Source: an optimization exercise on an open RTL-to-GDS flow (aim: small area, a short achievable clock period and few clock cycles per item). Production flows keep margins and buffers that such runs may drop.
In this exercise RTL edits were held to simulation tests only and were not proved equivalent to the original.
Power figures rest on the tool's default switching activity, not on a simulated workload.

==> flow/run.sh <==
#!/bin/bash
# synth_recipe.tcl (not shown) runs the flow's synth.tcl, then flattens the netlist and writes it again
# the make line also repeats each setting of config.mk as NAME=value (left out here)
make -C /OpenROAD-flow-scripts/flow DESIGN_CONFIG=/design/flow/config.mk WORK_HOME=/design/flow/orfs CLKGATE_MAP_FILE= SYNTH_SCRIPT=/design/flow/synth_recipe.tcl finish
==> flow/constraint.sdc <==
create_clock -name core_clock -period 7.0 [get_ports {clock}]
set_input_delay 1.4000 -clock core_clock [delete_from_list [all_inputs] [get_ports {clock}]]
set_output_delay 1.4000 -clock core_clock [all_outputs]
set_load 0.01 [all_outputs]
==> flow/design.v <==
`timescale 1ns / 1ps
package dgws_pkg;
   localparam int PHASE_FRAC_BITS  = 16;
   localparam int SINE_TABLE_DEPTH = 256;
   localparam int COUNT_BITS     = 17;
   localparam int DUTY_BITS      = 7;
   localparam int KIND_BITS      = 3;
   localparam int CODE_BITS      = 12;
   localparam int CSR_INDEX_BITS = 2;
   localparam int CSR_DATA_BITS  = 17;
   localparam int REQ_DATA_BITS  = 24;
   localparam int RSP_DATA_BITS  = 16;
   localparam int WINDOW_BITS = COUNT_BITS + DUTY_BITS;
   localparam int QUAD_REM_BITS   = PHASE_FRAC_BITS - 2;
   localparam int SINE_ENTRY_BITS = 11;
   localparam int SINE_IDX_BITS   = $clog2(SINE_TABLE_DEPTH + 1);
   localparam int SINE_ADDR_BITS  = $clog2(SINE_TABLE_DEPTH);
   localparam logic [CODE_BITS-1:0]     CODE_MAX     = 12'd4095;
   localparam logic [CODE_BITS-1:0]     SINE_MID     = 12'd2047;
   localparam logic [COUNT_BITS-1:0]    PERIOD_RESET = 17'd1000;
   localparam logic [DUTY_BITS-1:0]     DUTY_RESET   = 7'd50;
   localparam logic [63:0]              HALF_PI_Q30  = 64'd1686629713;
   typedef enum logic [KIND_BITS-1:0] {
      WAVE_SQUARE,
      WAVE_SINE,
      WAVE_TRIANGLE,
      WAVE_FLAT_TOP,
      WAVE_SAWTOOTH
   } wave_kind_type;
   typedef enum logic [CSR_INDEX_BITS-1:0] {
      CSR_PERIOD,
      CSR_DUTY,
      CSR_KIND
   } csr_index_type;
   typedef enum logic [1:0] {
      FLAT_RISE,
      FLAT_HOLD,
      FLAT_FALL
   } flat_seg_type;
   typedef struct packed {
      logic valid;
      logic win;
      logic sat;
   } item_tag_type;
   function automatic logic [SINE_ENTRY_BITS-1:0] sine_entry(input logic [SINE_ADDR_BITS-1:0] a);
      case (a)
         8'd0: sine_entry = 11'd13; 8'd1: sine_entry = 11'd25; 8'd2: sine_entry = 11'd38; 8'd3: sine_entry = 11'd50; 8'd4: sine_entry = 11'd63; 8'd5: sine_entry = 11'd75; 8'd6: sine_entry = 11'd88; 8'd7: sine_entry = 11'd100;
         8'd8: sine_entry = 11'd113; 8'd9: sine_entry = 11'd126; 8'd10: sine_entry = 11'd138; 8'd11: sine_entry = 11'd151; 8'd12: sine_entry = 11'd163; 8'd13: sine_entry = 11'd176; 8'd14: sine_entry = 11'd188; 8'd15: sine_entry = 11'd201;
         8'd16: sine_entry = 11'd213; 8'd17: sine_entry = 11'd226; 8'd18: sine_entry = 11'd238; 8'd19: sine_entry = 11'd251; 8'd20: sine_entry = 11'd263; 8'd21: sine_entry = 11'd275; 8'd22: sine_entry = 11'd288; 8'd23: sine_entry = 11'd300;
         8'd24: sine_entry = 11'd313; 8'd25: sine_entry = 11'd325; 8'd26: sine_entry = 11'd338; 8'd27: sine_entry = 11'd350; 8'd28: sine_entry = 11'd362; 8'd29: sine_entry = 11'd375; 8'd30: sine_entry = 11'd387; 8'd31: sine_entry = 11'd399;
         8'd32: sine_entry = 11'd412; 8'd33: sine_entry = 11'd424; 8'd34: sine_entry = 11'd436; 8'd35: sine_entry = 11'd449; 8'd36: sine_entry = 11'd461; 8'd37: sine_entry = 11'd473; 8'd38: sine_entry = 11'd485; 8'd39: sine_entry = 11'd497;
         8'd40: sine_entry = 11'd510; 8'd41: sine_entry = 11'd522; 8'd42: sine_entry = 11'd534; 8'd43: sine_entry = 11'd546; 8'd44: sine_entry = 11'd558; 8'd45: sine_entry = 11'd570; 8'd46: sine_entry = 11'd582; 8'd47: sine_entry = 11'd594;
         8'd48: sine_entry = 11'd606; 8'd49: sine_entry = 11'd618; 8'd50: sine_entry = 11'd630; 8'd51: sine_entry = 11'd642; 8'd52: sine_entry = 11'd654; 8'd53: sine_entry = 11'd666; 8'd54: sine_entry = 11'd678; 8'd55: sine_entry = 11'd690;
         8'd56: sine_entry = 11'd701; 8'd57: sine_entry = 11'd713; 8'd58: sine_entry = 11'd725; 8'd59: sine_entry = 11'd737; 8'd60: sine_entry = 11'd748; 8'd61: sine_entry = 11'd760; 8'd62: sine_entry = 11'd772; 8'd63: sine_entry = 11'd783;
         8'd64: sine_entry = 11'd795; 8'd65: sine_entry = 11'd807; 8'd66: sine_entry = 11'd818; 8'd67: sine_entry = 11'd830; 8'd68: sine_entry = 11'd841; 8'd69: sine_entry = 11'd852; 8'd70: sine_entry = 11'd864; 8'd71: sine_entry = 11'd875;
         8'd72: sine_entry = 11'd887; 8'd73: sine_entry = 11'd898; 8'd74: sine_entry = 11'd909; 8'd75: sine_entry = 11'd920; 8'd76: sine_entry = 11'd932; 8'd77: sine_entry = 11'd943; 8'd78: sine_entry = 11'd954; 8'd79: sine_entry = 11'd965;
         8'd80: sine_entry = 11'd976; 8'd81: sine_entry = 11'd987; 8'd82: sine_entry = 11'd998; 8'd83: sine_entry = 11'd1009; 8'd84: sine_entry = 11'd1020; 8'd85: sine_entry = 11'd1031; 8'd86: sine_entry = 11'd1042; 8'd87: sine_entry = 11'd1052;
         8'd88: sine_entry = 11'd1063; 8'd89: sine_entry = 11'd1074; 8'd90: sine_entry = 11'd1085; 8'd91: sine_entry = 11'd1095; 8'd92: sine_entry = 11'd1106; 8'd93: sine_entry = 11'd1116; 8'd94: sine_entry = 11'd1127; 8'd95: sine_entry = 11'd1137;
         8'd96: sine_entry = 11'd1148; 8'd97: sine_entry = 11'd1158; 8'd98: sine_entry = 11'd1168; 8'd99: sine_entry = 11'd1179; 8'd100: sine_entry = 11'd1189; 8'd101: sine_entry = 11'd1199; 8'd102: sine_entry = 11'd1209; 8'd103: sine_entry = 11'd1219;
         8'd104: sine_entry = 11'd1229; 8'd105: sine_entry = 11'd1239; 8'd106: sine_entry = 11'd1249; 8'd107: sine_entry = 11'd1259; 8'd108: sine_entry = 11'd1269; 8'd109: sine_entry = 11'd1279; 8'd110: sine_entry = 11'd1289; 8'd111: sine_entry = 11'd1299;
         8'd112: sine_entry = 11'd1308; 8'd113: sine_entry = 11'd1318; 8'd114: sine_entry = 11'd1328; 8'd115: sine_entry = 11'd1337; 8'd116: sine_entry = 11'd1347; 8'd117: sine_entry = 11'd1356; 8'd118: sine_entry = 11'd1365; 8'd119: sine_entry = 11'd1375;
         8'd120: sine_entry = 11'd1384; 8'd121: sine_entry = 11'd1393; 8'd122: sine_entry = 11'd1402; 8'd123: sine_entry = 11'd1411; 8'd124: sine_entry = 11'd1421; 8'd125: sine_entry = 11'd1430; 8'd126: sine_entry = 11'd1439; 8'd127: sine_entry = 11'd1447;
         8'd128: sine_entry = 11'd1456; 8'd129: sine_entry = 11'd1465; 8'd130: sine_entry = 11'd1474; 8'd131: sine_entry = 11'd1483; 8'd132: sine_entry = 11'd1491; 8'd133: sine_entry = 11'd1500; 8'd134: sine_entry = 11'd1508; 8'd135: sine_entry = 11'd1517;
         8'd136: sine_entry = 11'd1525; 8'd137: sine_entry = 11'd1533; 8'd138: sine_entry = 11'd1542; 8'd139: sine_entry = 11'd1550; 8'd140: sine_entry = 11'd1558; 8'd141: sine_entry = 11'd1566; 8'd142: sine_entry = 11'd1574; 8'd143: sine_entry = 11'd1582;
         8'd144: sine_entry = 11'd1590; 8'd145: sine_entry = 11'd1598; 8'd146: sine_entry = 11'd1606; 8'd147: sine_entry = 11'd1614; 8'd148: sine_entry = 11'd1621; 8'd149: sine_entry = 11'd1629; 8'd150: sine_entry = 11'd1637; 8'd151: sine_entry = 11'd1644;
         8'd152: sine_entry = 11'd1652; 8'd153: sine_entry = 11'd1659; 8'd154: sine_entry = 11'd1666; 8'd155: sine_entry = 11'd1674; 8'd156: sine_entry = 11'd1681; 8'd157: sine_entry = 11'd1688; 8'd158: sine_entry = 11'd1695; 8'd159: sine_entry = 11'd1702;
         8'd160: sine_entry = 11'd1709; 8'd161: sine_entry = 11'd1716; 8'd162: sine_entry = 11'd1723; 8'd163: sine_entry = 11'd1729; 8'd164: sine_entry = 11'd1736; 8'd165: sine_entry = 11'd1743; 8'd166: sine_entry = 11'd1749; 8'd167: sine_entry = 11'd1756;
         8'd168: sine_entry = 11'd1762; 8'd169: sine_entry = 11'd1769; 8'd170: sine_entry = 11'd1775; 8'd171: sine_entry = 11'd1781; 8'd172: sine_entry = 11'd1787; 8'd173: sine_entry = 11'd1793; 8'd174: sine_entry = 11'd1799; 8'd175: sine_entry = 11'd1805;
         8'd176: sine_entry = 11'd1811; 8'd177: sine_entry = 11'd1817; 8'd178: sine_entry = 11'd1823; 8'd179: sine_entry = 11'd1828; 8'd180: sine_entry = 11'd1834; 8'd181: sine_entry = 11'd1840; 8'd182: sine_entry = 11'd1845; 8'd183: sine_entry = 11'd1850;
         8'd184: sine_entry = 11'd1856; 8'd185: sine_entry = 11'd1861; 8'd186: sine_entry = 11'd1866; 8'd187: sine_entry = 11'd1871; 8'd188: sine_entry = 11'd1876; 8'd189: sine_entry = 11'd1881; 8'd190: sine_entry = 11'd1886; 8'd191: sine_entry = 11'd1891;
         8'd192: sine_entry = 11'd1896; 8'd193: sine_entry = 11'd1901; 8'd194: sine_entry = 11'd1905; 8'd195: sine_entry = 11'd1910; 8'd196: sine_entry = 11'd1914; 8'd197: sine_entry = 11'd1919; 8'd198: sine_entry = 11'd1923; 8'd199: sine_entry = 11'd1927;
         8'd200: sine_entry = 11'd1932; 8'd201: sine_entry = 11'd1936; 8'd202: sine_entry = 11'd1940; 8'd203: sine_entry = 11'd1944; 8'd204: sine_entry = 11'd1948; 8'd205: sine_entry = 11'd1951; 8'd206: sine_entry = 11'd1955; 8'd207: sine_entry = 11'd1959;
         8'd208: sine_entry = 11'd1962; 8'd209: sine_entry = 11'd1966; 8'd210: sine_entry = 11'd1969; 8'd211: sine_entry = 11'd1973; 8'd212: sine_entry = 11'd1976; 8'd213: sine_entry = 11'd1979; 8'd214: sine_entry = 11'd1983; 8'd215: sine_entry = 11'd1986;
         8'd216: sine_entry = 11'd1989; 8'd217: sine_entry = 11'd1992; 8'd218: sine_entry = 11'd1994; 8'd219: sine_entry = 11'd1997; 8'd220: sine_entry = 11'd2000; 8'd221: sine_entry = 11'd2003; 8'd222: sine_entry = 11'd2005; 8'd223: sine_entry = 11'd2008;
         8'd224: sine_entry = 11'd2010; 8'd225: sine_entry = 11'd2012; 8'd226: sine_entry = 11'd2015; 8'd227: sine_entry = 11'd2017; 8'd228: sine_entry = 11'd2019; 8'd229: sine_entry = 11'd2021; 8'd230: sine_entry = 11'd2023; 8'd231: sine_entry = 11'd2025;
         8'd232: sine_entry = 11'd2027; 8'd233: sine_entry = 11'd2028; 8'd234: sine_entry = 11'd2030; 8'd235: sine_entry = 11'd2032; 8'd236: sine_entry = 11'd2033; 8'd237: sine_entry = 11'd2035; 8'd238: sine_entry = 11'd2036; 8'd239: sine_entry = 11'd2037;
         8'd240: sine_entry = 11'd2038; 8'd241: sine_entry = 11'd2039; 8'd242: sine_entry = 11'd2040; 8'd243: sine_entry = 11'd2041; 8'd244: sine_entry = 11'd2042; 8'd245: sine_entry = 11'd2043; 8'd246: sine_entry = 11'd2044; 8'd247: sine_entry = 11'd2045;
         8'd248: sine_entry = 11'd2045; 8'd249: sine_entry = 11'd2046; 8'd250: sine_entry = 11'd2046; 8'd251: sine_entry = 11'd2046; 8'd252: sine_entry = 11'd2047; 8'd253: sine_entry = 11'd2047; 8'd254: sine_entry = 11'd2047; 8'd255: sine_entry = 11'd2047;
         default: sine_entry = '0;
      endcase
   endfunction
endpackage
`timescale 1ns / 1ps
module dgws_div_step (
   input  logic [16:0] rem,       
   input  logic [16:0] npe,       
   output logic [16:0] rem_out,
   output logic        q
);
   logic [17:0] s;
   logic [18:0] d;
   always_comb begin
      s       = {rem, 1'b0};
      d       = {1'b0, s} - {2'b00, ~npe};
      q       = !d[18];
      rem_out = q ? d[16:0] : s[16:0];
   end
endmodule
`timescale 1ns / 1ps
module dgws_shape_a (
   input  logic [15:0] ph,
   input  logic [2:0]  kind,
   output logic [15:0] f,         
   output logic        flat_fall,
   output logic        tri_fall,
   output logic        hold_max   
);
   logic [18:0] p5;
   logic [7:0]  idx;
   logic        z;
   logic [7:0]  addr;
   logic [10:0] mag;
   always_comb begin
      p5    = {3'b000, ph} + {1'b0, ph, 2'b00};
      idx   = ph[13:6];
      z     = !ph[14] && (idx == 8'd0);
      addr  = ph[14] ? ~idx : (idx - 8'd1);
      mag   = z ? 11'd0 : dgws_pkg::sine_entry(addr);
      flat_fall = 1'b0;
      tri_fall  = 1'b0;
      hold_max  = 1'b0;
      case (kind)
         3'd1: f = {4'b0, ph[15], mag};
         3'd2: begin
            f        = {ph[14:0], 1'b0};
            tri_fall = ph[15];
            hold_max = ph[15] && (ph[14:0] == 15'd0);
         end
         3'd3: begin
            f         = p5[15:0];
            flat_fall = p5[18];
            hold_max  = !p5[18] && (p5[17:16] != 2'b00);
         end
         3'd4: f = ph;
         default: begin
            f        = ph;
            hold_max = 1'b1;
         end
      endcase
   end
endmodule
module dgws_shape_b (
   input  logic [15:0] f,
   input  logic        flat_fall,
   input  logic        tri_fall,
   input  logic        hold_max,
   input  logic        win,
   input  logic [2:0]  kind,
   output logic [11:0] code
);
   logic        borrow;
   logic [11:0] m;
   logic [11:0] y;
   logic [11:0] sine_code;
   logic [11:0] shape;
   always_comb begin
      borrow    = (f[3:0] < f[15:12]) || ((f[3:0] == f[15:12]) && (f[11:0] != 12'd0));
      m         = tri_fall ? ~f[15:4] : f[15:4];
      y         = m - {11'd0, borrow ^ tri_fall};
      sine_code = f[11] ? {1'b0, ~f[10:0]} : (12'd2047 + {1'b0, f[10:0]});
      if (kind == 3'd1)        shape = sine_code;
      else if (kind[2:1] == 2'b11 || kind == 3'd5) shape = 12'd0;
      else if (hold_max)       shape = 12'd4095;
      else if (flat_fall)      shape = ~y;
      else                     shape = y;
      code = win ? shape : 12'd0;
   end
endmodule
`timescale 1ns / 1ps
module duty_gated_waveform_sample (
   input  logic                                   clock,
   input  logic                                   reset,
   input  logic                                   req_tvalid,
   output logic                                   req_tready,
   input  logic [dgws_pkg::REQ_DATA_BITS-1:0]     req_tdata,   
   output logic                                   rsp_tvalid,
   input  logic                                   rsp_tready,
   output logic [dgws_pkg::RSP_DATA_BITS-1:0]     rsp_tdata,   
   output logic                                   rsp_tuser,   
   input  logic                                   csr_we,
   input  logic [dgws_pkg::CSR_INDEX_BITS-1:0]    csr_index,
   input  logic [dgws_pkg::CSR_DATA_BITS-1:0]     csr_wdata
);
   localparam int NS = 16;   
   logic [16:0] pe_ff;
   logic [3:0][16:0] npe_cp;
   logic [6:0]  duty_ff;
   logic [2:0]  kind_ff;
   logic        wr_pe, wr_duty;
   assign wr_pe   = csr_we && (csr_index == 2'd0);
   assign wr_duty = csr_we && (csr_index == 2'd1);
   always_ff @(posedge clock) begin
      if (reset) begin
         pe_ff   <= 17'd1000;
         duty_ff <= 7'd50;
         kind_ff <= 3'd0;
      end else begin
         if (wr_pe)   pe_ff   <= (csr_wdata == 17'd0) ? 17'd1 : csr_wdata;
         if (wr_duty) duty_ff <= csr_wdata[6:0];
         if (csr_we && csr_index == 2'd2) kind_ff <= csr_wdata[2:0];
      end
   end
   always_ff @(posedge clock) begin
      npe_cp <= {npe_cp[2:0], ~pe_ff};
   end
   logic [4:0]  thr_cnt;
   logic [17:0] thr_ff;
   logic [6:0]  thr_rem;
   logic [1:0]  thr_dig_ff;
   logic        thr_bit_ff;
   logic [16:0] pe_new;
   logic [31:0] thr_pad;
   logic [8:0]  thr_t;
   logic [9:0]  thr_m1, thr_m2, thr_m3;
   logic [1:0]  thr_dig;
   logic [6:0]  thr_rem_in;
   always_comb begin
      pe_new  = wr_pe ? ((csr_wdata == 17'd0) ? 17'd1 : csr_wdata) : pe_ff;
      thr_pad = {15'd0, pe_ff};
      thr_t   = {1'b0, thr_rem, 1'b0} + (thr_bit_ff ? {2'b00, duty_ff} : 9'd0);
      thr_m1  = {1'b0, thr_t} - 10'd100;
      thr_m2  = {1'b0, thr_t} - 10'd200;
      thr_m3  = {1'b0, thr_t} - 10'd300;
      if (!thr_m3[9])      begin thr_dig = 2'd3; thr_rem_in = thr_m3[6:0]; end
      else if (!thr_m2[9]) begin thr_dig = 2'd2; thr_rem_in = thr_m2[6:0]; end
      else if (!thr_m1[9]) begin thr_dig = 2'd1; thr_rem_in = thr_m1[6:0]; end
      else                 begin thr_dig = 2'd0; thr_rem_in = thr_t[6:0];  end
   end
   always_ff @(posedge clock) begin
      if (reset) begin
         thr_cnt    <= 5'd0;
         thr_ff     <= 18'd500;
         thr_rem    <= 7'd0;
         thr_dig_ff <= 2'd0;
         thr_bit_ff <= 1'b0;
      end else if (wr_pe || wr_duty) begin
         thr_cnt    <= 5'd18;
         thr_ff     <= 18'd0;
         thr_rem    <= 7'd0;
         thr_dig_ff <= 2'd0;
         thr_bit_ff <= pe_new[16];
      end else if (thr_cnt != 5'd0) begin
         thr_cnt    <= thr_cnt - 5'd1;
         thr_ff     <= {thr_ff[16:0], 1'b0} + {16'd0, thr_dig_ff};
         thr_rem    <= thr_rem_in;
         thr_dig_ff <= (thr_cnt == 5'd1) ? 2'd0 : thr_dig;
         thr_bit_ff <= (thr_cnt >= 5'd3) && thr_pad[5'(thr_cnt - 5'd3)];
      end
   end
   logic adv;
   logic rdy_ff;
   logic accept;
   logic out_v, sk_v;
   logic [12:0] out_d, sk_d;
   assign adv        = !sk_v;
   assign req_tready = rdy_ff;
   assign accept     = req_tvalid && rdy_ff && !reset;
   logic        v0, w0;
   logic [16:0] c0;
   logic [16:0] cin;
   assign cin = req_tdata[16:0];
   always_ff @(posedge clock) begin
      if (reset)    v0 <= 1'b0;
      else if (adv) v0 <= accept;
   end
   always_ff @(posedge clock) begin
      if (adv) begin
         c0 <= (cin >= pe_ff) ? pe_ff : cin;
         w0 <= ({1'b0, cin} <= thr_ff);
      end
   end
   logic [NS:1]         dv, dw;
   logic [NS-1:1][16:0] drem;
   logic [NS:1][15:0]   dq;
   for (genvar k = 1; k <= NS; k++) begin : g_div
      logic [16:0] rin, rout;
      logic        qb;
      logic [15:0] qin;
      logic        vin, win_in;
      if (k == 1) begin : g_first
         assign rin    = c0;
         assign qin    = 16'd0;
         assign vin    = v0;
         assign win_in = w0;
      end else begin : g_next
         assign rin    = drem[k-1];
         assign qin    = dq[k-1];
         assign vin    = dv[k-1];
         assign win_in = dw[k-1];
      end
      dgws_div_step u_step (.rem(rin), .npe(npe_cp[(k-1)/4]), .rem_out(rout), .q(qb));
      always_ff @(posedge clock) begin
         if (reset)    dv[k] <= 1'b0;
         else if (adv) dv[k] <= vin;
      end
      always_ff @(posedge clock) begin
         if (adv) begin
            dw[k] <= win_in;
            dq[k] <= {qin[14:0], qb};
            if (k < NS) drem[k] <= rout;
         end
      end
   end
   logic [15:0] sa_f;
   logic        sa_fall, sa_tri, sa_max;
   logic [15:0] sf_f;
   logic        sf_fall, sf_tri, sf_max, sf_w, sf_v;
   dgws_shape_a u_sa (.ph(dq[NS]), .kind(kind_ff), .f(sa_f), .flat_fall(sa_fall), .tri_fall(sa_tri),
                  .hold_max(sa_max));
   always_ff @(posedge clock) begin
      if (reset)    sf_v <= 1'b0;
      else if (adv) sf_v <= dv[NS];
   end
   always_ff @(posedge clock) begin
      if (adv) begin
         sf_f    <= sa_f;
         sf_fall <= sa_fall;
         sf_tri  <= sa_tri;
         sf_max  <= sa_max;
         sf_w    <= dw[NS];
      end
   end
   logic [11:0] sb_code;
   dgws_shape_b u_sb (.f(sf_f), .flat_fall(sf_fall), .tri_fall(sf_tri), .hold_max(sf_max), .win(sf_w),
                      .kind(kind_ff), .code(sb_code));
   logic take;
   logic out_load;
   assign take     = out_v && rsp_tready;
   assign out_load = !out_v || rsp_tready;
   always_ff @(posedge clock) begin
      if (reset) begin
         out_v  <= 1'b0;
         sk_v   <= 1'b0;
         rdy_ff <= 1'b1;
      end else begin
         if (sk_v) begin
            if (out_load) begin
               out_v <= 1'b1;
               sk_v  <= 1'b0;
            end
         end else if (out_load) begin
            out_v <= sf_v;
         end else begin
            sk_v <= sf_v;
         end
         rdy_ff <= (sk_v ? out_load : (out_load || !sf_v)) &&
                   !(wr_pe || wr_duty) && (thr_cnt <= 5'd1);
      end
   end
   always_ff @(posedge clock) begin
      if (out_load) out_d <= sk_v ? sk_d : {sf_w, sb_code};
      if (!sk_v)    sk_d  <= {sf_w, sb_code};
   end
   assign rsp_tvalid = out_v;
   assign rsp_tdata  = {4'b0000, out_d[11:0]};
   assign rsp_tuser  = out_d[12];
endmodule
==> flow/config.mk <==
export PLATFORM = sky130hd
export DESIGN_NAME = duty_gated_waveform_sample
export DESIGN_NICKNAME = duty_gated_waveform_sample
export VERILOG_FILES = /design/flow/design.v
export SDC_FILE = /design/flow/constraint.sdc
export NUM_CORES = 4
export LEC_CHECK = 0
export CAP_MARGIN = 20
export CORE_MARGIN = 2
export CORE_UTILIZATION = 65
export CTS_BUF_LIST = sky130_fd_sc_hd__clkbuf_8
export CTS_CLUSTER_SIZE = 40
export SETUP_SLACK_MARGIN = 3.9
export SLEW_MARGIN = 20
export TNS_END_PERCENT = 20
==> results of run 1 <==
[layout make-up]
type | count | share of cell area
multi-input cells | 2870 | 0.498
inverters | 131 | 0.0120
flip-flops and latches | 620 | 0.378
repair buffers | 214 | 0.0427
repair inverters | 1 | 0.000250
clock inverters | 74 | 0.0130
well taps | 782 | 0.0217
clock buffers | 111 | 0.0339
diodes | 1 | 0.0000555
[cell families after synthesis]
logic type,Yosys count,share of synthesized area
compound gates,1082,0.189
simple gates,942,0.115
flops,620,0.427
fa+ha+maj,360,0.116
buf+inv,279,0.0340
xor+xnor,278,0.0617
mux,194,0.0573
other cells,1,0.0000942
[state kept, by name, indices dropped and copies added (netlist names), 13 cells and up]
signal	flops
dv	16
drem	255
thr_ff	18
c0	17
npe_cp	68
out_d	13
dq	136
sk_d	13
pe_ff	17
dw	16
sf_f	16
[through the flow]
step / utilization / cells / hold WS [ns] / area (sq um) / TNS [ns]
2_1_floorplan: - / 3759 / 0.362 / 39800 / -236.09
4_1_cts: 0.724 / 4715 / 0.395 / 43800 / 0
5_1_grt: 0.745 / 4804 / 0.395 / 45100 / 0
3_5_place_dp: 0.673 / 4472 / 0.405 / 40700 / 0
6_report: 0.745 / 4804 / 0.383 / 45100 / 0
3_3_place_gp: 0.673 / 4472 / 0.402 / 40700 / 0
[worst paths after layout]
path | startpoint | to | slack [ns] | cells past startpoint
max reg2reg | drem[154]$_DFFE_PN_ | drem[180]$_DFFE_PN_ | 3.76 | 11
min reg2reg | dq[135]$_DFFE_PN_ | dq[152]$_DFFE_PN_ | 0.38 | 0
max | drem[154]$_DFFE_PN_ | drem[180]$_DFFE_PN_ | 3.76 | 11
min | dq[135]$_DFFE_PN_ | dq[152]$_DFFE_PN_ | 0.38 | 0
[metal layers]
layer / track usage / wire [um] / vias to the layer above / share of wire
met2: 0.518 / 48600 / 1235 / 0.48
met3: 0.0441 / 6460 / 321 / 0.064
met1: 0.406 / 42800 / 15000 / 0.42
met5: 0 / 0 / - / 0
met4: 0.120 / 3850 / 0 / 0.038
li1: - / - / 14600 / -
[repair_timing]
item                                    CTS  global route
cloned                                    8            10
buffers inserted                         50            78
endpoints found under the setup margin  315           252
gates resized for setup                 141           144
pin swaps                                34            66
[power by group through the flow]
stage	logic [W]	clock network [W]	registers (W)
after global routing	0.0138	0.00351	0.00681
after detailed placement	0.0109	0	0.00674
after CTS	0.0117	0.00336	0.00666
after floorplan	0.00887	0	0.00636
after global placement	0.0106	0	0.00667
final	0.0128	0.00331	0.00668
[layout by cell type, fill, tap and decap left out, types with 16 or more instances in the layout]
master | netlist | final
edfxtp_1 | 458 | 458
ha_1 | 343 | 319
nor2_1 | 332 | 318
o21ai_0 | 254 | 235
a21oi_1 | 232 | 219
xnor2_1 | 187 | 185
nand2_1 | 192 | 185
dfxtp_1 | 162 | 144
buf_4 | 12 | 133
inv_1 | 129 | 131
mux2_2 | 129 | 114
clkbuf_8 | 0 | 111
nand3_1 | 99 | 97
xor2_1 | 88 | 87
a21o_1 | 75 | 74
o21a_1 | 73 | 72
nor3_1 | 70 | 67
a211oi_1 | 59 | 54
o31ai_1 | 55 | 53
clkdlybuf4s50_1 | 0 | 50
nor2b_1 | 44 | 42
mux2_4 | 22 | 37
a31oi_1 | 40 | 34
o211ai_1 | 32 | 32
mux2i_1 | 33 | 30
nand2b_1 | 29 | 28
a21oi_2 | 11 | 24
a211o_1 | 24 | 24
o21bai_1 | 22 | 22
or2_2 | 21 | 21
o21ai_1 | 10 | 21
and3_1 | 22 | 20
nand4_1 | 20 | 20
and2_4 | 4 | 19
clkinv_2 | 0 | 19
o21ai_2 | 11 | 18
a41o_1 | 18 | 18
clkinv_1 | 1 | 17
and2_1 | 27 | 16
==> out/results.ini, run 1 <==
[clock_network]
root_buffer = clkbuf_8
cts_tree = done
cts.path.max_buffers = 3
cts_inserted_buffers = 98
clkLatencyLatePin_ns = 0.71
cts.htree.levels = 3
cts_sinks = 620
postCtsHoldBufs = 0
clkSlewWorstSetupHoldPaths_ns = 0.08

[layout]
multi_input_area_sq_um = 22500
seq_area_sq_um = 17000
layout-drive-gt1-share = 0.188
nets = 4344
syn2layout_area_growth_pct = 13.2
fill_cells = 3965

[routing]
dr.pass1.iters = 6
vias_per_cell = 6.47
drc = 0
num_vias = 31100
drt-wirelength-per-cell_um = 21.2
drtIter0Drc = 2774
postRouteAntennaNets = 0
routed_wl_um = 102000

[synthesis]
ys_ff_latch = 620
ys_async_sr_fraction = 0
yosysUniqueCellTypes = 101
synthTopCellsByArea = edfxtp_1 35%, ha_1 11%, dfxtp_1 8.1%, xnor2_1 4.1%, mux2_2 3.6%
avgSynthCellArea_sq_um = 10.6
yosysWarnings = 4
yosys-top-cells-count = 458 x edfxtp_1, 343 x ha_1, 332 x nor2_1
yosysMostFrequentCell = edfxtp_1
netlist_area_sq_um = 39800
ys.flop_type = edfxtp_1
synth.top_cell.area_share = 0.346
yosysSeqAreaShare = 0.427
synth-edff-count = 458
synth_cells = 3756
yosysTopAreaCell = edfxtp_1

[setup_path]
path_cells = ha_1 -> nor2b_1 -> o21ai_0 -> a21oi_2 -> o311ai_4 -> a31oi_2 -> a41o_1 -> o21ai_2 -> buf_6 -> inv_1 -> mux2_2
cp_slowest_stage_delay_ns = 0.40
startpoint_type = flip-flop
crit_family = compound AO/OA/AOI/OAI gates
worst_ep_required_time_ns = 7.44
path_max_fanout = 15
timing_worst_setup_path_type = flip-flop to flip-flop
crit_buf_inv = 2
cp_data_arrival_time_ns = 3.68
cp_slowest_cell = edfxtp_1
end_kind = flip-flop

[place]
place_congestion = 0.925
pre_cts_ws_ns = 2.48
numPortBuffers = 55
hpwl_um = 68500

[floorplanning]
io_pins = 67
initial_core_util = 0.658
die_x_um = 251
die_h_um = 251
row_count = 90
fp.coreArea_sq_um = 60500
fp.dieArea_sq_um = 63200

[sta]
tightest_slew_ns = 1.06
relSlewSlack = 0.293
finalMaxSlewViolations = 0
fin_ws_ns = 3.76
period_minus_slack_ns = 3.24
hold_viol = 0
finalSetupViolCount = 0
clock_skew_ns = 0.0456
fin_crit_sh = 0.462
fmax_mhz = 309
rsz0062_at_grt = yes

[power]
clockPowerShare = 0.145
power_density_nw_per_um2 = 506
p_sw_w = 0.00941
power.internal_w = 0.0134
power.total_w = 0.0228
swShare = 0.412
ir_worst_vdd_v = 0.000339
leakage_nw = 17.6
seqPwrFrac = 0.293
p_comb_frac = 0.562

[global_route]
grt_usage = 0.308
globalRouteOverflowTotal = 0
grt_pass1_wl_um = 158000
grt_max_degree = 192
antenna_found_initial = 1
grt_pass1_vias = 30300

[status]
status = finished clean

[min_path]
min_path_type = flip-flop to flip-flop

[flow_run]
cap_violations = 0

Testbench counts, summed over its fixed seeds: cycles 20,880, items 19,200.
==> run 2: changes to the inputs <==
--- a/flow/config.mk
+++ b/flow/config.mk
@@ -9,7 +9,6 @@
 export CORE_MARGIN = 2
 export CORE_UTILIZATION = 65
 export CTS_BUF_LIST = sky130_fd_sc_hd__clkbuf_8
-export CTS_CLUSTER_SIZE = 40
 export SETUP_SLACK_MARGIN = 3.9
 export SLEW_MARGIN = 20
 export TNS_END_PERCENT = 20
==> run 2 against run 1 <==
- critical path depth is the same
- combinational power is essentially flat
- register-to-register slack is essentially flat
- global-route usage is the same
- sequential cell count is the same
- fmax is the same
- total power is the same
- critical endpoint unchanged
- non-clock buffer count is the same
- count of clock-buffer cells in the layout is the same
==> out/results.ini, run 2 <==
[status]
status = finished clean

[layout]
final_common_cell = edfxtp_1
layout-drive-gt1-share = 0.188  ; unchanged
stdcell_count = 4804  ; unchanged
final_area_sq_um = 45100  ; unchanged
final_util = 0.745  ; unchanged
regMostFlops = drem
syn2layout_area_growth_pct = 13.2  ; unchanged
top_regs = drem x255, dq x136, npe_cp x68
fill_cells = 3965  ; unchanged
nets = 4344  ; unchanged
largest_register_ffs = 255  ; unchanged
final_cell_mix = 458 x edfxtp_1, 319 x ha_1, 318 x nor2_1

[clock_network]
clkSlewWorstSetupHoldPaths_ns = 0.08  ; about the same
root_buffer = clkbuf_8
clkLatencyLatePin_ns = 0.71  ; about the same
cts_tree = done
cts.htree.levels = 3  ; unchanged
cts_inserted_buffers = 98  ; unchanged
cts.path.max_buffers = 3  ; unchanged
postCtsHoldBufs = 0  ; unchanged
cts_sinks = 620  ; unchanged

[synthesis]
yosys-top-cells-count = 458 x edfxtp_1, 343 x ha_1, 332 x nor2_1
netlist_area_sq_um = 39800  ; unchanged
yosysWarnings = 4  ; unchanged
avgSynthCellArea_sq_um = 10.6  ; unchanged
ys_ff_latch = 620  ; unchanged
yosysMostFrequentCell = edfxtp_1
synthTopCellsByArea = edfxtp_1 35%, ha_1 11%, dfxtp_1 8.1%, xnor2_1 4.1%, mux2_2 3.6%
ys_async_sr_fraction = 0  ; unchanged
ys.flop_type = edfxtp_1
yosysTopAreaCell = edfxtp_1
synth_cells = 3756  ; unchanged
yosysUniqueCellTypes = 101  ; unchanged
synth.top_cell.area_share = 0.346  ; unchanged
yosysSeqAreaShare = 0.427  ; unchanged
synth-edff-count = 458  ; unchanged

[setup_path]
cp_data_arrival_time_ns = 3.68  ; about the same
timing_worst_setup_path_type = flip-flop to flip-flop
reg2reg_depth = 11  ; unchanged
worst_ep_required_time_ns = 7.44  ; about the same
path_max_fanout = 15  ; unchanged
end_kind = flip-flop
startpoint_type = flip-flop

[floorplanning]
fp.coreArea_sq_um = 60500  ; unchanged
fp.dieArea_sq_um = 63200  ; unchanged
die_x_um = 251  ; unchanged
row_count = 90  ; unchanged
die_h_um = 251  ; unchanged
initial_core_util = 0.658  ; unchanged
io_pins = 67  ; unchanged

[sta]
tightest_slew_ns = 1.06  ; unchanged
fmax_mhz = 309  ; unchanged
clock_skew_ns = 0.0456  ; unchanged
hold_viol = 0  ; unchanged
finalMaxSlewViolations = 0  ; unchanged
finalSetupViolCount = 0  ; unchanged
rsz0062_at_grt = yes
fin_crit_sh = 0.462  ; unchanged
period_minus_slack_ns = 3.24  ; unchanged
relSlewSlack = 0.293  ; unchanged

[power]
seqPwrFrac = 0.293  ; about the same
p_sw_w = 0.00941  ; unchanged
ir_worst_vdd_v = 0.000339  ; unchanged
power.internal_w = 0.0134  ; unchanged
clockPowerShare = 0.145  ; about the same
p_comb_frac = 0.562  ; about the same
swShare = 0.412  ; unchanged
leakage_nw = 17.6  ; unchanged
power.total_w = 0.0228  ; unchanged
power_density_nw_per_um2 = 506  ; unchanged

[place]
numPortBuffers = 55  ; unchanged
hpwl_um = 68500  ; unchanged
placed_cells = 4472  ; unchanged
post_dp_cell_area_sq_um = 40700  ; unchanged
place_congestion = 0.925  ; unchanged

[global_route]
grt_pass1_vias = 30300  ; unchanged
antenna_found_initial = 1  ; unchanged
grt_usage = 0.308  ; unchanged
grt_pass1_wl_um = 158000  ; unchanged
globalRouteOverflowTotal = 0  ; unchanged
grt_max_degree = 192  ; unchanged

[routing]
drc = 0  ; unchanged
drtIter0Drc = 2774  ; unchanged
vias_per_cell = 6.47  ; unchanged
drt-wirelength-per-cell_um = 21.2  ; unchanged
routed_wl_um = 102000  ; unchanged
postRouteAntennaNets = 0  ; unchanged
dr.pass1.iters = 6  ; unchanged
num_vias = 31100  ; unchanged

[min_path]
hold_path_depth = 0  ; unchanged
min_path_type = flip-flop to flip-flop

[flow_run]
cap_violations = 0  ; unchanged

run 2: cell counts in the layout (fill, tap and decap cells not counted):
Identical to the previous run, type by type.
run 2: metal layers:
metal  GRT usage  routed length [um]  up-vias
met2       0.518               48600     1235
met4       0.120                3850        0
met1       0.406               42800    15000
met5           0                   0        -
met3      0.0441                6460      321
li1            -                   -    14600
run 2: worst paths after layout:
path / from / to / slack [ns]
max: drem[154]$_DFFE_PN_ / drem[180]$_DFFE_PN_ / 3.76
min reg2reg: dq[135]$_DFFE_PN_ / dq[152]$_DFFE_PN_ / 0.38
max reg2reg: drem[154]$_DFFE_PN_ / drem[180]$_DFFE_PN_ / 3.76
min: dq[135]$_DFFE_PN_ / dq[152]$_DFFE_PN_ / 0.38
run 2: cell type report:
cell class | count | area [sq um] | share of cell area
Clock inverter | 74 | 588 | 0.0130
Timing Repair inverter | 1 | 11.3 | 0.000250
Timing Repair Buffer | 214 | 1930 | 0.0427
Tap cell | 782 | 978 | 0.0217
Multi-Input combinational cell | 2870 | 22500 | 0.498
Inverter | 131 | 543 | 0.0120
Antenna cell | 1 | 2.50 | 0.0000555
Sequential cell | 620 | 17000 | 0.378
Clock buffer | 111 | 1530 | 0.0339
run 2: cells by family after synthesis:
logic type / synth area share
xor+xnor: 0.0617
mux: 0.0573
buf+inv: 0.0340
compound gates: 0.189
simple gates: 0.115
other cells: 0.0000942
flops: 0.427
fa+ha+maj: 0.116
run 2: power by group through the flow:
stage / logic, W / clock network (W) / registers (W)
after CTS: 0.0117 / 0.00336 / 0.00666
after detailed placement: 0.0109 / 0 / 0.00674
after global routing: 0.0138 / 0.00351 / 0.00681
after global placement: 0.0106 / 0 / 0.00667
after floorplan: 0.00887 / 0 / 0.00636
final: 0.0128 / 0.00331 / 0.00668
run 2: timing repair:
item | CTS | global route
setup endpoints to repair | 315 | 252
setup buffers | 50 | 78
endpoints found under the hold margin | 0 | 0
pin swaps | 34 | 66
gates cloned | 8 | 10
resized for setup | 141 | 144
run 2: critical path, stage by stage, from the launching register on:
cell	delay, ns
edfxtp_1	0.40
ha_1	0.36
nor2b_1	0.15
o21ai_0	0.29
a21oi_2	0.14
o311ai_4	0.31
a31oi_2	0.19
a41o_1	0.31
o21ai_2	0.23
buf_6	0.19
inv_1	0.11
mux2_2	0.30
run 2: per-stage QoR:
step	hold WS (ns)	setup WS, ns	TNS (ns)
6_report	0.383	3.76	0
5_1_grt	0.395	3.69	0
4_1_cts	0.395	3.76	0
3_5_place_dp	0.405	2.48	0
3_3_place_gp	0.402	2.53	0
2_1_floorplan	0.362	-0.530	-236.09
==> run 3: changes to the inputs <==
--- a/flow/config.mk
+++ b/flow/config.mk
@@ -7,7 +7,7 @@
 export LEC_CHECK = 0
 export CAP_MARGIN = 20
 export CORE_MARGIN = 2
-export CORE_UTILIZATION = 65
+export CORE_UTILIZATION = 70
 export CTS_BUF_LIST = sky130_fd_sc_hd__clkbuf_8
 export SETUP_SLACK_MARGIN = 3.9
 export SLEW_MARGIN = 20
==> run 3 against run 2 <==
- still clean on timing, DRC and antenna
- sequential share of layout area fell by 0.59 points
- worst setup slack got worse by 0.030 ns
- clock skew rose by 0.011 ns
- area after synthesis did not move
- register-to-register slack got worse by 0.03 ns
- final area rose by 1.6%
- hold slack improved by 0.020 ns
- global-route usage rose by 3.2 points
- first-iteration DRC count rose by 0.32%
- non-clock buffer count rose by 42
- die area fell by 7.0%
- utilization rose by 6.9 points
- critical path type unchanged
- critical endpoint is now sf_f[4]$_DFFE_PN_
==> out/results.ini, run 3 <==
[sta]
relSlewSlack = 0.311  ; +0.0182
finalSetupViolCount = 0  ; unchanged
finalMaxSlewViolations = 0  ; unchanged
fin_crit_sh = 0.467  ; +0.00429
clock_skew_ns = 0.0570  ; +0.0114 ns
tns_ns = 0  ; unchanged
period_minus_slack_ns = 3.27  ; +0.0300 ns
tightest_slew_ns = 1.03  ; -0.0273 ns
hold_viol = 0  ; unchanged
rsz0062_at_grt = yes
fmax_mhz = 306  ; -0.92%

[power]
leakage_nw = 17.9  ; +2.0%
power_density_nw_per_um2 = 510  ; +0.61%
power.internal_w = 0.0136  ; +1.7%
p_sw_w = 0.00971  ; +3.1%
swShare = 0.416  ; +0.00338
seqPwrFrac = 0.287  ; -0.006
clockPowerShare = 0.137  ; -0.008
power.total_w = 0.0233  ; +2.3%
p_comb_frac = 0.576  ; +0.014
ir_worst_vdd_v = 0.000427  ; +26%

[global_route]
grt_pass1_wl_um = 164000  ; +3.4%
grt_max_degree = 178  ; -7.3%
globalRouteOverflowTotal = 0  ; unchanged
grt_usage = 0.340  ; +0.0319
grt_pass1_vias = 31900  ; +5.0%
antenna_found_initial = 1  ; unchanged

[synthesis]
synth-edff-count = 458  ; unchanged
synth.top_cell.area_share = 0.346  ; unchanged
yosys-top-cells-count = 458 x edfxtp_1, 343 x ha_1, 332 x nor2_1
yosysMostFrequentCell = edfxtp_1
avgSynthCellArea_sq_um = 10.6  ; unchanged
ys_ff_latch = 620  ; unchanged
ys.flop_type = edfxtp_1
netlist_area_sq_um = 39800  ; unchanged
yosysSeqAreaShare = 0.427  ; unchanged
yosysUniqueCellTypes = 101  ; unchanged
synth_cells = 3756  ; unchanged
yosysTopAreaCell = edfxtp_1
yosysWarnings = 4  ; unchanged
ys_async_sr_fraction = 0  ; unchanged
synthTopCellsByArea = edfxtp_1 35%, ha_1 11%, dfxtp_1 8.1%, xnor2_1 4.1%, mux2_2 3.6%

[setup_path]
startpoint_type = flip-flop
path_max_fanout = 5  ; -10
end_kind = flip-flop
timing_worst_setup_path_type = flip-flop to flip-flop
reg2reg_depth = 13  ; +2
worst_ep_required_time_ns = 7.42  ; -0.02 ns
cp_data_arrival_time_ns = 3.68  ; about the same

[min_path]
min_path_type = flip-flop to flip-flop
hold_path_depth = 0  ; unchanged

[floorplanning]
initial_core_util = 0.707  ; +0.0490
fp.dieArea_sq_um = 58800  ; -7.0%
die_x_um = 242  ; -3.6%
fp.coreArea_sq_um = 56300  ; -6.9%
row_count = 87  ; -3.3%
io_pins = 67  ; unchanged
die_h_um = 242  ; -3.6%

[routing]
postRouteAntennaNets = 0  ; unchanged
dr.pass1.iters = 6  ; unchanged
drtIter0Drc = 2783  ; +0.32%
vias_per_cell = 6.61  ; +2.2%
routed_wl_um = 106000  ; +3.8%
num_vias = 31900  ; +2.6%
drc = 0  ; unchanged
drt-wirelength-per-cell_um = 21.9  ; +3.4%

[layout]
syn2layout_area_growth_pct = 15.1
layout-drive-gt1-share = 0.206  ; +0.0184
final_common_cell = edfxtp_1
final_cell_mix = 458 x edfxtp_1, 317 x nor2_1, 309 x ha_1
regMostFlops = drem
nets = 4387  ; +0.99%
top_regs = drem x255, dq x136, npe_cp x68
largest_register_ffs = 255  ; unchanged

[clock_network]
clkLatencyLatePin_ns = 0.72  ; about the same
postCtsHoldBufs = 0  ; unchanged
cts.path.max_buffers = 3  ; unchanged
cts.htree.levels = 3  ; unchanged
clkSlewWorstSetupHoldPaths_ns = 0.07  ; about the same
cts_inserted_buffers = 101  ; +3.1%
cts_tree = done
root_buffer = clkbuf_8
cts_sinks = 620  ; unchanged

[flow_run]
cap_violations = 0  ; unchanged

[place]
hpwl_um = 68200  ; -0.50%
numPortBuffers = 55  ; unchanged
place_congestion = 0.952  ; +2.9%

[status]
status = finished clean

run 3: cell counts after synthesis:
Identical to the previous run, type by type.
run 3: critical path, stage by stage, from the launching register on:
cell and delay, ns:
edfxtp_1 0.40, buf_12 0.14, clkinvlp_4 0.14, ha_4 0.25, mux2i_2 0.17, buf_6 0.16, clkinvlp_4 0.17, buf_6 0.18
ha_4 0.18, mux4_2 0.46, o211ai_1 0.21, a31oi_1 0.14, o21ai_1 0.22, o211ai_1 0.16
run 3: area by class of cell:
cell class / count / area [sq um]
clock buffers: 118 / 1620
inverters: 131 / 543
repair buffers: 256 / 2370
flip-flops and latches: 620 / 17000
clock inverters: 71 / 432
multi-input cells: 2869 / 22900
well taps: 756 / 946
fillers: 3072 / 10500
diodes: 1 / 2.50
run 3: worst paths after layout:
| kind | to | slack (ns) | start |
|---|---|---|---|
| max | sf_f[4]$_DFFE_PN_ | 3.73 | dq[246]$_DFFE_PN_ |
| max reg2reg | sf_f[4]$_DFFE_PN_ | 3.73 | dq[246]$_DFFE_PN_ |
| min | dq[129]$_DFFE_PN_ | 0.40 | dq[112]$_DFFE_PN_ |
| min reg2reg | dq[129]$_DFFE_PN_ | 0.40 | dq[112]$_DFFE_PN_ |
run 3: routing by layer:
| layer | wire [um] | track usage | vias up |
|---|---|---|---|
| met2 | 51700 | 0.580 | 1554 |
| met4 | 5860 | 0.186 | 0 |
| met1 | 40800 | 0.418 | 15300 |
| met3 | 7220 | 0.0497 | 435 |
| met5 | 0 | 0 | - |
| li1 | - | - | 14600 |
run 3: kinds of logic after synthesis:
kind of cell / share of synthesized area
adders and majority gates: 0.116
other: 0.0000942
and+or+nand+nor: 0.115
muxes: 0.0573
AOI/OAI and AO/OA: 0.189
DFF: 0.427
xor gates and xnor gates: 0.0617
buffers and inverters: 0.0340
run 3: power by group through the flow:
stage                     Combinational (W)  Sequential (W)  Clock [W]
after floorplan                     0.00887         0.00636          0
after global placement               0.0105         0.00665          0
after detailed placement             0.0110         0.00673          0
after CTS                            0.0124         0.00665    0.00323
after global routing                 0.0144         0.00682    0.00339
final                                0.0134         0.00670    0.00320
run 3: timing repair:
| item | 4_1_cts | 5_1_grt |
|---|---|---|
| resized for setup | 220 | 166 |
| gates cloned | 15 | 4 |
| buffers inserted | 108 | 56 |
| pin swaps | 86 | 88 |
| endpoints found under the setup margin | 319 | 302 |
run 3: metrics by stage:
step	hold WS (ns)	worst slack, ns	util	cells	cell area, sq um
floorplan	0.362	-0.530	-	3759	39800
global placement	0.402	2.34	0.723	4449	40700
detailed placement	0.405	2.41	0.723	4449	40700
CTS	0.389	3.81	0.794	4761	44700
global route	0.411	3.67	0.814	4822	45800
finish	0.404	3.73	0.814	4822	45800
==> run 4: changes to the inputs <==
--- a/flow/config.mk
+++ b/flow/config.mk
@@ -7,7 +7,7 @@
 export LEC_CHECK = 0
 export CAP_MARGIN = 20
 export CORE_MARGIN = 2
-export CORE_UTILIZATION = 70
+export CORE_UTILIZATION = 60
 export CTS_BUF_LIST = sky130_fd_sc_hd__clkbuf_8
 export SETUP_SLACK_MARGIN = 3.9
 export SLEW_MARGIN = 20
==> run 4 against run 3 <==
- still clean on timing, DRC and antenna
- die area is 16% higher
- routed wire length is 4.7% lower
- final area is 0.99% lower
- largest cell class unchanged
- largest power group unchanged
==> out/results.ini, run 4 <==
[synthesis]
avgSynthCellArea_sq_um = 10.6  ; unchanged
yosys-top-cells-count = 458 x edfxtp_1, 343 x ha_1, 332 x nor2_1
synth.top_cell.area_share = 0.346  ; unchanged
yosysMostFrequentCell = edfxtp_1
synthTopCellsByArea = edfxtp_1 35%, ha_1 11%, dfxtp_1 8.1%, xnor2_1 4.1%, mux2_2 3.6%
ys_async_sr_fraction = 0  ; unchanged
synth-edff-count = 458  ; unchanged
ys_ff_latch = 620  ; unchanged
yosysTopAreaCell = edfxtp_1
netlist_area_sq_um = 39800  ; unchanged
yosysWarnings = 4  ; unchanged
yosysSeqAreaShare = 0.427  ; unchanged
ys.flop_type = edfxtp_1
yosysUniqueCellTypes = 101  ; unchanged
synth_cells = 3756  ; unchanged

[setup_path]
worst_ep_required_time_ns = 7.36  ; -0.06 ns
end_kind = flip-flop
r2r_start = dq[246]$_DFFE_PN_
cp_data_arrival_time_ns = 3.59  ; -0.09 ns
startpoint_type = flip-flop
timing.rr.end = sf_f[4]$_DFFE_PN_
r2r_slack_ns = 3.77  ; +0.04 ns
timing_worst_setup_path_type = flip-flop to flip-flop
path_max_fanout = 6  ; +1
reg2reg_depth = 12  ; -1

[clock_network]
postCtsHoldBufs = 0  ; unchanged
clkLatencyLatePin_ns = 0.71  ; about the same
clkSlewWorstSetupHoldPaths_ns = 0.06  ; about the same
cts_inserted_buffers = 103  ; +2.0%
cts.htree.levels = 3  ; unchanged
cts_sinks = 620  ; unchanged
cts.path.max_buffers = 3  ; unchanged
root_buffer = clkbuf_8
cts_tree = done

[routing]
vias_per_cell = 6.25  ; -5.5%
postRouteAntennaNets = 0  ; unchanged
drc = 0  ; unchanged
drt-wirelength-per-cell_um = 20.6  ; -6.1%
num_vias = 30600  ; -4.2%
drtIter0Drc = 2653  ; -4.7%
routed_wl_um = 101000  ; -4.7%
dr.pass1.iters = 6  ; unchanged

[layout]
layout-drive-gt1-share = 0.188  ; -0.0179
final_common_cell = edfxtp_1
final_area_sq_um = 45400  ; -0.99%
top_regs = drem x255, dq x136, npe_cp x68
largest_register_ffs = 255  ; unchanged
syn2layout_area_growth_pct = 13.9
nets = 4347  ; -0.91%
final_cell_mix = 458 x edfxtp_1, 319 x nor2_1, 312 x ha_1
regMostFlops = drem

[sta]
relSlewSlack = 0.297  ; -0.0144
finalSetupViolCount = 0  ; unchanged
period_minus_slack_ns = 3.23  ; -0.0389 ns
clock_skew_ns = 0.0624  ; +0.00542 ns
finalMaxSlewViolations = 0  ; unchanged
tightest_slew_ns = 1.06  ; +0.0216 ns
fmax_mhz = 310  ; +1.2%
tns_ns = 0  ; unchanged
rsz0062_at_grt = yes
fin_crit_sh = 0.461  ; -0.00556
hold_viol = 0  ; unchanged

[global_route]
grt_usage = 0.285  ; -0.0559
antenna_found_initial = 1  ; unchanged
grt_pass1_wl_um = 157000  ; -4.3%
grt_max_degree = 179  ; +0.56%
grt_pass1_vias = 30000  ; -5.9%
globalRouteOverflowTotal = 0  ; unchanged

[floorplanning]
initial_core_util = 0.605  ; -0.102
fp.dieArea_sq_um = 68400  ; +16%
fp.coreArea_sq_um = 65700  ; +17%
row_count = 94  ; +8.0%
io_pins = 67  ; unchanged
die_x_um = 262  ; +7.9%
die_h_um = 262  ; +7.9%

[power]
ir_worst_vdd_v = 0.000319  ; -25%
power_density_nw_per_um2 = 498  ; -2.3%
leakage_nw = 17.7  ; -1.0%

[status]
status = finished clean

[min_path]
hold_end = dq[212]$_DFFE_PN_
min-delay-start = dq[195]$_DFFE_PN_
min_path_type = flip-flop to flip-flop
hold_path_depth = 0  ; unchanged

[place]
numPortBuffers = 55  ; unchanged
post_dp_cell_area_sq_um = 40800  ; +0.36%
hpwl_um = 68800  ; +0.96%
place_congestion = 0.914  ; -4.0%

[flow_run]
cap_violations = 0  ; unchanged

## run 4: cell counts after synthesis
Identical to the previous run, type by type.
## run 4: worst max-delay path: stages, from the launching register on
cell and delay [ns]:
edfxtp_1 0.42, buf_12 0.16, clkinvlp_4 0.11, ha_4 0.21
mux2i_4 0.17, buf_12 0.14, clkinvlp_4 0.22, ha_4 0.24
mux4_2 0.45, o211ai_1 0.23, a31oi_1 0.15, o21ai_1 0.19
o211ai_1 0.21
## run 4: layer usage
metal	share of wire	wire length, um	up-vias	global-route usage
met1	0.43	43300	14800	0.377
met4	0.031	3090	0	0.107
met3	0.056	5590	230	0.0423
li1	-	-	14600	-
met5	0	0	-	0
met2	0.48	48500	1013	0.474
## run 4: where the power goes
group	switching (W)	internal [W]	leakage [nW]
registers	0.000841	0.00583	6.05
logic	0.00694	0.00584	10.5
clock network	0.00148	0.00167	1.19
## run 4: timing repair
action | CTS | global route
cloned | 7 | 7
gates resized for setup | 154 | 180
buffers inserted | 75 | 51
pin swaps | 45 | 70
endpoints found under the setup margin | 319 | 258
## run 4: worst max path at each step
| stage | from | to | slack [ns] |
|---|---|---|---|
| floorplan | sk_v$_SDFF_PP0_ | c0[0]$_DFFE_PN_ | -0.53 |
| global placement | dq[246]$_DFFE_PN_ | sf_f[8]$_DFFE_PN_ | 2.59 |
| detailed placement | dq[246]$_DFFE_PN_ | sf_f[8]$_DFFE_PN_ | 2.62 |
| CTS | drem[69]$_DFFE_PN_ | drem[95]$_DFFE_PN_ | 3.74 |
| global route | c0[1]$_DFFE_PN_ | drem[9]$_DFFE_PN_ | 3.67 |
| finish | dq[246]$_DFFE_PN_ | sf_f[4]$_DFFE_PN_ | 3.77 |
## run 4: through the flow
step	setup slack (ns)	std cells	util	total power, W	hold slack [ns]
2_1_floorplan	-0.530	3759	-	0.0152	0.362
3_3_place_gp	2.59	4557	0.621	0.0173	0.403
3_5_place_dp	2.62	4557	0.621	0.0177	0.405
4_1_cts	3.74	4831	0.672	0.0218	0.397
5_1_grt	3.67	4891	0.690	0.0240	0.400
6_report	3.77	4891	0.690	0.0226	0.396
## run 4: layout make-up
class,instances,area [sq um]
Clock inverter,76,443
Fill cell,4815,20400
Tap cell,864,1080
Antenna cell,1,2.50
Inverter,131,557
Sequential cell,620,17000
Multi-Input combinational cell,2868,22700
Clock buffer,116,1600
Timing Repair Buffer,215,1980
## run 4: kinds of logic (layout without fill, tap and decap cells)
family | after synthesis | count (layout) | share of synthesized area
buffers and inverters | 279 | 538 | 0.0340
other | 1 | 5 | 0.0000942
AND/OR/NAND/NOR | 942 | 950 | 0.115
adder cells (fa/ha/maj) | 360 | 360 | 0.116
XOR/XNOR | 278 | 278 | 0.0617
multiplexers | 194 | 194 | 0.0573
AO/OA/AOI/OAI | 1082 | 1082 | 0.189
flip-flops | 620 | 620 | 0.427
==> run 5: changes to the inputs <==
--- a/flow/config.mk
+++ b/flow/config.mk
@@ -7,8 +7,8 @@
 export LEC_CHECK = 0
 export CAP_MARGIN = 20
 export CORE_MARGIN = 2
-export CORE_UTILIZATION = 60
+export CORE_UTILIZATION = 65
 export CTS_BUF_LIST = sky130_fd_sc_hd__clkbuf_8
-export SETUP_SLACK_MARGIN = 3.9
+export SETUP_SLACK_MARGIN = 3.8
 export SLEW_MARGIN = 20
 export TNS_END_PERCENT = 20
==> run 5 against run 4 <==
- still clean
- register-to-register slack lost 0.04 ns
- critical path depth decreased by 2
- hold slack got worse by 0.0063 ns
- die area decreased by 7.6%
- routed wire length fell by 0.69%
- fmax decreased by 1.1%
- count of clock-buffer cells in the layout down 5
- clock skew shrank 0.020 ns
- largest power group unchanged
- highest routed layer unchanged
==> out/results.ini, run 5 <==
[routing]
routed_wl_um = 99900  ; -0.69%
num_vias = 30800  ; +0.82%
vias_per_cell = 6.47  ; +3.6%
dr.pass1.iters = 8  ; +2
drc = 0  ; unchanged
postRouteAntennaNets = 0  ; unchanged
drt-wirelength-per-cell_um = 21.0  ; +2.1%
drtIter0Drc = 2743  ; +3.4%

[floorplanning]
die_h_um = 251  ; -3.9%
row_count = 90  ; -4.3%
fp.dieArea_sq_um = 63200  ; -7.6%
initial_core_util = 0.658  ; +0.0528
die_x_um = 251  ; -3.9%
io_pins = 67  ; unchanged
fp.coreArea_sq_um = 60500  ; -8.0%

[sta]
period_minus_slack_ns = 3.26  ; +0.0362 ns
clock_skew_ns = 0.0426  ; -0.0198 ns
fmax_mhz = 306  ; -1.1%
fin_hold_ws_ns = 0.389  ; -0.00627 ns
finalMaxSlewViolations = 0  ; unchanged
fin_crit_sh = 0.466  ; +0.00517
tightest_slew_ns = 1.04  ; -0.0195 ns
finalSetupViolCount = 0  ; unchanged
hold_viol = 0  ; unchanged
rsz0062_at_grt = yes
relSlewSlack = 0.310  ; +0.0130

[synthesis]
yosysUniqueCellTypes = 101  ; unchanged
synthTopCellsByArea = edfxtp_1 35%, ha_1 11%, dfxtp_1 8.1%, xnor2_1 4.1%, mux2_2 3.6%
synth_cells = 3756  ; unchanged
netlist_area_sq_um = 39800  ; unchanged
ys_ff_latch = 620  ; unchanged
ys_async_sr_fraction = 0  ; unchanged
synth-edff-count = 458  ; unchanged
synth.top_cell.area_share = 0.346  ; unchanged
yosys-top-cells-count = 458 x edfxtp_1, 343 x ha_1, 332 x nor2_1
yosysTopAreaCell = edfxtp_1
avgSynthCellArea_sq_um = 10.6  ; unchanged
yosysMostFrequentCell = edfxtp_1
yosysSeqAreaShare = 0.427  ; unchanged
yosysWarnings = 4  ; unchanged
ys.flop_type = edfxtp_1

[setup_path]
cp_data_arrival_time_ns = 3.71  ; +0.12 ns
reg2reg_depth = 10  ; -2
end_kind = flip-flop
r2r_start = npe_cp[19]$_DFF_P_
timing_worst_setup_path_type = flip-flop to flip-flop
cp-startpoint = npe_cp[19]$_DFF_P_
worst_ep_required_time_ns = 7.45  ; +0.09 ns
path_max_fanout = 17  ; +11
critical_path.endpoint = drem[78]$_DFFE_PN_
timing.rr.end = drem[78]$_DFFE_PN_
r2r_slack_ns = 3.74  ; -0.04 ns
startpoint_type = flip-flop

[global_route]
globalRouteOverflowTotal = 0  ; unchanged
grt_usage = 0.307  ; +0.0223
grt_pass1_wl_um = 157000  ; +0.51%
antenna_found_initial = 1  ; unchanged
grt_max_degree = 192  ; +7.3%
grt_pass1_vias = 30200  ; +0.59%

[clock_network]
clkLatencyLatePin_ns = 0.71  ; about the same
cts.path.max_buffers = 3  ; unchanged
cts.htree.levels = 3  ; unchanged
clkSlewWorstSetupHoldPaths_ns = 0.07  ; about the same
cts_tree = done
cts_inserted_buffers = 98  ; -4.9%
root_buffer = clkbuf_8
cts_sinks = 620  ; unchanged

[status]
status = finished clean

[power]
leakage_nw = 17.3  ; -2.7%
power_density_nw_per_um2 = 502  ; +0.82%
ir_worst_vdd_v = 0.000334  ; +4.9%

[layout]
regMostFlops = drem
final_util = 0.734  ; +0.0439
nets = 4299  ; -1.1%
layout-drive-gt1-share = 0.168  ; -0.0198
final_cell_mix = 458 x edfxtp_1, 329 x ha_1, 319 x nor2_1
top_regs = drem x255, dq x136, npe_cp x68
final_common_cell = edfxtp_1
largest_register_ffs = 255  ; unchanged
syn2layout_area_growth_pct = 11.5

[place]
numPortBuffers = 55  ; unchanged
place_congestion = 0.925  ; +1.2%
hpwl_um = 68500  ; -0.45%

[min_path]
min_path_type = flip-flop to flip-flop
hold_path_depth = 0  ; unchanged

[flow_run]
cap_violations = 0  ; unchanged

[run 5: cell counts after synthesis]
No cell type changed its count.
[run 5: cell type report]
cell class | count | area [sq um]
Multi-Input combinational cell | 2866 | 22200
Sequential cell | 620 | 17000
Fill cell | 4049 | 16100
Timing Repair Buffer | 174 | 1570
Clock buffer | 111 | 1530
Tap cell | 782 | 978
Clock inverter | 74 | 588
Inverter | 131 | 531
Antenna cell | 1 | 2.50
[run 5: cells by family after synthesis]
kind of cell,Yosys count,share of synthesized area
compound gates,1082,0.189
mux,194,0.0573
simple gates,942,0.115
other cells,1,0.0000942
fa+ha+maj,360,0.116
xor+xnor,278,0.0617
flops,620,0.427
buf+inv,279,0.0340
[run 5: report_power, final]
| group | internal [W] | switching [W] |
|---|---|---|
| sequential | 0.00582 | 0.000844 |
| clock | 0.00181 | 0.00150 |
| combinational | 0.00546 | 0.00685 |
[run 5: worst min-delay path by stage]
stage,from,end,slack [ns]
finish,dq[135]$_DFFE_PN_,dq[152]$_DFFE_PN_,0.39
global route,dq[135]$_DFFE_PN_,dq[152]$_DFFE_PN_,0.39
CTS,dq[153]$_DFFE_PN_,dq[170]$_DFFE_PN_,0.39
detailed placement,dq[96]$_DFFE_PN_,dq[113]$_DFFE_PN_,0.40
global placement,dq[225]$_DFFE_PN_,dq[242]$_DFFE_PN_,0.40
floorplan,npe_cp[34]$_DFF_P_,npe_cp[51]$_DFF_P_,0.36
[run 5: metal layers]
metal | up-vias | GRT usage | part of all wire
met4 | 0 | 0.119 | 0.037
li1 | 14400 | - | -
met1 | 14800 | 0.405 | 0.42
met2 | 1241 | 0.513 | 0.48
met5 | - | 0 | 0
met3 | 291 | 0.0445 | 0.064
[run 5: timing repair]
action	in CTS	in global routing
endpoints found under the setup margin	294	207
gates cloned	6	3
hold buffers	0	0
setup buffers	40	52
gates resized for setup	115	93
pin swaps	22	31
[run 5: per-stage QoR]
stage | setup TNS, ns | std cells | instance area [sq um] | worst slack, ns | power [W]
floorplan | -236.09 | 3759 | 39800 | -0.530 | 0.0152
global placement | 0 | 4472 | 40700 | 2.53 | 0.0172
detailed placement | 0 | 4472 | 40700 | 2.48 | 0.0177
CTS | 0 | 4703 | 43600 | 3.73 | 0.0216
global route | 0 | 4759 | 44400 | 3.61 | 0.0236
finish | 0 | 4759 | 44400 | 3.74 | 0.0223
[run 5: worst max-delay path: stages (launching register included)]
cell and delay (ns):
dfxtp_1 0.50, ha_1 0.34, nor2b_2 0.18, o21ai_2 0.17, a21oi_2 0.10, o41ai_4 0.32, nor4b_2 0.11, o21a_1 0.23
o31ai_4 0.34, and2_4 0.35, mux2_2 0.38
==> run 6: changes to the inputs <==
--- a/flow/config.mk
+++ b/flow/config.mk
@@ -9,6 +9,6 @@
 export CORE_MARGIN = 2
 export CORE_UTILIZATION = 65
 export CTS_BUF_LIST = sky130_fd_sc_hd__clkbuf_8
-export SETUP_SLACK_MARGIN = 3.8
+export SETUP_SLACK_MARGIN = 3.7
 export SLEW_MARGIN = 20
 export TNS_END_PERCENT = 20
==> run 6 against run 5 <==
- area after synthesis is the same
- combinational power shrank 4%
- sequential power about the same
- final area fell by 1.3%
- highest routed layer is now met5
- hold slack improved by 0.012 ns
- critical path depth rose by 3
==> out/results.ini, run 6 <==
[global_route]
grt_max_degree = 192  ; unchanged
globalRouteOverflowTotal = 0  ; unchanged

[synthesis]
avgSynthCellArea_sq_um = 10.6  ; unchanged
yosysMostFrequentCell = edfxtp_1
synth-edff-count = 458  ; unchanged
yosysTopAreaCell = edfxtp_1
ys.flop_type = edfxtp_1
synth_cells = 3756  ; unchanged

[routing]
vias_per_cell = 6.44  ; -0.57%
num_vias = 30300  ; -1.6%
postRouteAntennaNets = 0  ; unchanged
drc = 0  ; unchanged

[setup_path]
timing.rr.end = sf_f[4]$_DFFE_PN_
cp_data_arrival_time_ns = 3.87  ; +0.16 ns
worst_ep_required_time_ns = 7.45  ; about the same
reg2reg_depth = 12  ; +2

[layout]
final_cell_mix = 458 x edfxtp_1, 331 x ha_1, 324 x nor2_1
syn2layout_area_growth_pct = 10.0
fill_cells = 4105  ; +1.4%

[floorplanning]
row_count = 90  ; unchanged
die_h_um = 251  ; unchanged

[sta]
relSlewSlack = 0.300  ; -0.00963
finalMaxSlewViolations = 0  ; unchanged
fin_crit_sh = 0.488  ; +0.0223
hold_viol = 0  ; unchanged
tightest_slew_ns = 1.05  ; +0.0144 ns
fmax_mhz = 292  ; -4.6%

[place]
numPortBuffers = 55  ; unchanged
place_congestion = 0.925  ; unchanged
hpwl_um = 68500  ; unchanged

[min_path]
min_path_type = flip-flop to flip-flop

[clock_network]
cts_sinks = 620  ; unchanged
postCtsHoldBufs = 0  ; unchanged

[status]
status = finished clean

-- run 6: cell types whose count changed in the layout (fill, tap and decap cells not counted), moves of 3 or more --
cell     previous run  this run
buf_4             101        60
fa_2                4         1
inv_1             138       143
inv_2               7         3
nor2_4              7         2
o21ai_1            18        14
o21ai_0           241       246
nor2_1            319       324
a21oi_2            24        18
a21oi_1           219       225
fa_1               13        16
-- run 6: logic make-up (layout without fill, tap and decap cells) --
kind of cell | count (synthesis) | in the layout | synth area share
AOI/OAI and AO/OA | 1082 | 1082 | 0.189
and+or+nand+nor | 942 | 945 | 0.115
DFF | 620 | 620 | 0.427
adders and majority gates | 360 | 360 | 0.116
buffers and inverters | 279 | 444 | 0.0340
xor gates and xnor gates | 278 | 278 | 0.0617
muxes | 194 | 194 | 0.0573
other | 1 | 5 | 0.0000942
-- run 6: worst max-delay path: stages --
cell and delay [ns]:
clkdlybuf4s50_1 0.48, inv_2 0.06, ha_1 0.20, nor2b_1 0.10, o21ai_0 0.08, nand3b_1 0.09
a21oi_1 0.08, o21ai_1 0.16, a41o_1 0.22, a21oi_2 0.08, o31ai_4 0.36, buf_6 0.20
mux2_2 0.34
-- run 6: layer usage --
metal  up-vias  track usage  part of all wire
met4         2        0.111             0.032
met2      1142        0.510              0.48
li1      14300            -                 -
met3       252       0.0461             0.062
met5         -            0           0.00013
met1     14600        0.400              0.43
-- run 6: power groups by stage --
stage          logic, W  registers (W)  clock network, W
2_1_floorplan   0.00887        0.00636                 0
3_5_place_dp     0.0109        0.00674                 0
3_3_place_gp     0.0106        0.00667                 0
5_1_grt          0.0129        0.00682           0.00351
4_1_cts          0.0114        0.00667           0.00336
6_report         0.0118        0.00669           0.00331
-- run 6: what timing repair did --
item,in CTS,in global routing
endpoints found under the setup margin,262,221
gates cloned,3,2
buffers inserted,24,23
resized for setup,66,80
pin swaps,8,22
endpoints found under the hold margin,0,0
-- run 6: metrics by stage --
| step | power [W] | hold WS (ns) | TNS [ns] | instance area [sq um] |
|---|---|---|---|---|
| after floorplan | 0.0152 | 0.362 | -236.09 | 39800 |
| after global placement | 0.0172 | 0.402 | 0 | 40700 |
| after detailed placement | 0.0177 | 0.405 | 0 | 40700 |
| after CTS | 0.0214 | 0.395 | 0 | 43300 |
| after global routing | 0.0232 | 0.407 | 0 | 43800 |
| final | 0.0218 | 0.401 | 0 | 43800 |
-- run 6: cell type report --
| type | count | area share |
|---|---|---|
| inverters | 131 | 0.0120 |
| diodes | 1 | 0.0000571 |
| clock buffers | 111 | 0.0349 |
| multi-input cells | 2863 | 0.501 |
| repair buffers | 128 | 0.0276 |
| clock inverters | 74 | 0.0134 |
| flip-flops and latches | 620 | 0.389 |
| well taps | 782 | 0.0223 |
-- run 6: how the worst min path moves through the flow --
| stage | start | to | slack, ns |
|---|---|---|---|
| detailed placement | dq[96]$_DFFE_PN_ | dq[113]$_DFFE_PN_ | 0.40 |
| global route | dq[135]$_DFFE_PN_ | dq[152]$_DFFE_PN_ | 0.41 |
| global placement | dq[225]$_DFFE_PN_ | dq[242]$_DFFE_PN_ | 0.40 |
| finish | dq[153]$_DFFE_PN_ | dq[170]$_DFFE_PN_ | 0.40 |
| floorplan | npe_cp[34]$_DFF_P_ | npe_cp[51]$_DFF_P_ | 0.36 |
| CTS | dq[153]$_DFFE_PN_ | dq[170]$_DFFE_PN_ | 0.39 |

Setup slack of run 6, layout unchanged: 3.581 ns with ideal ports, 3.608 ns with driving cells assumed (clock clkbuf_16, inputs buf_2), 2.872 ns with port delays also shifted by the 0.752 ns mid clock arrival.
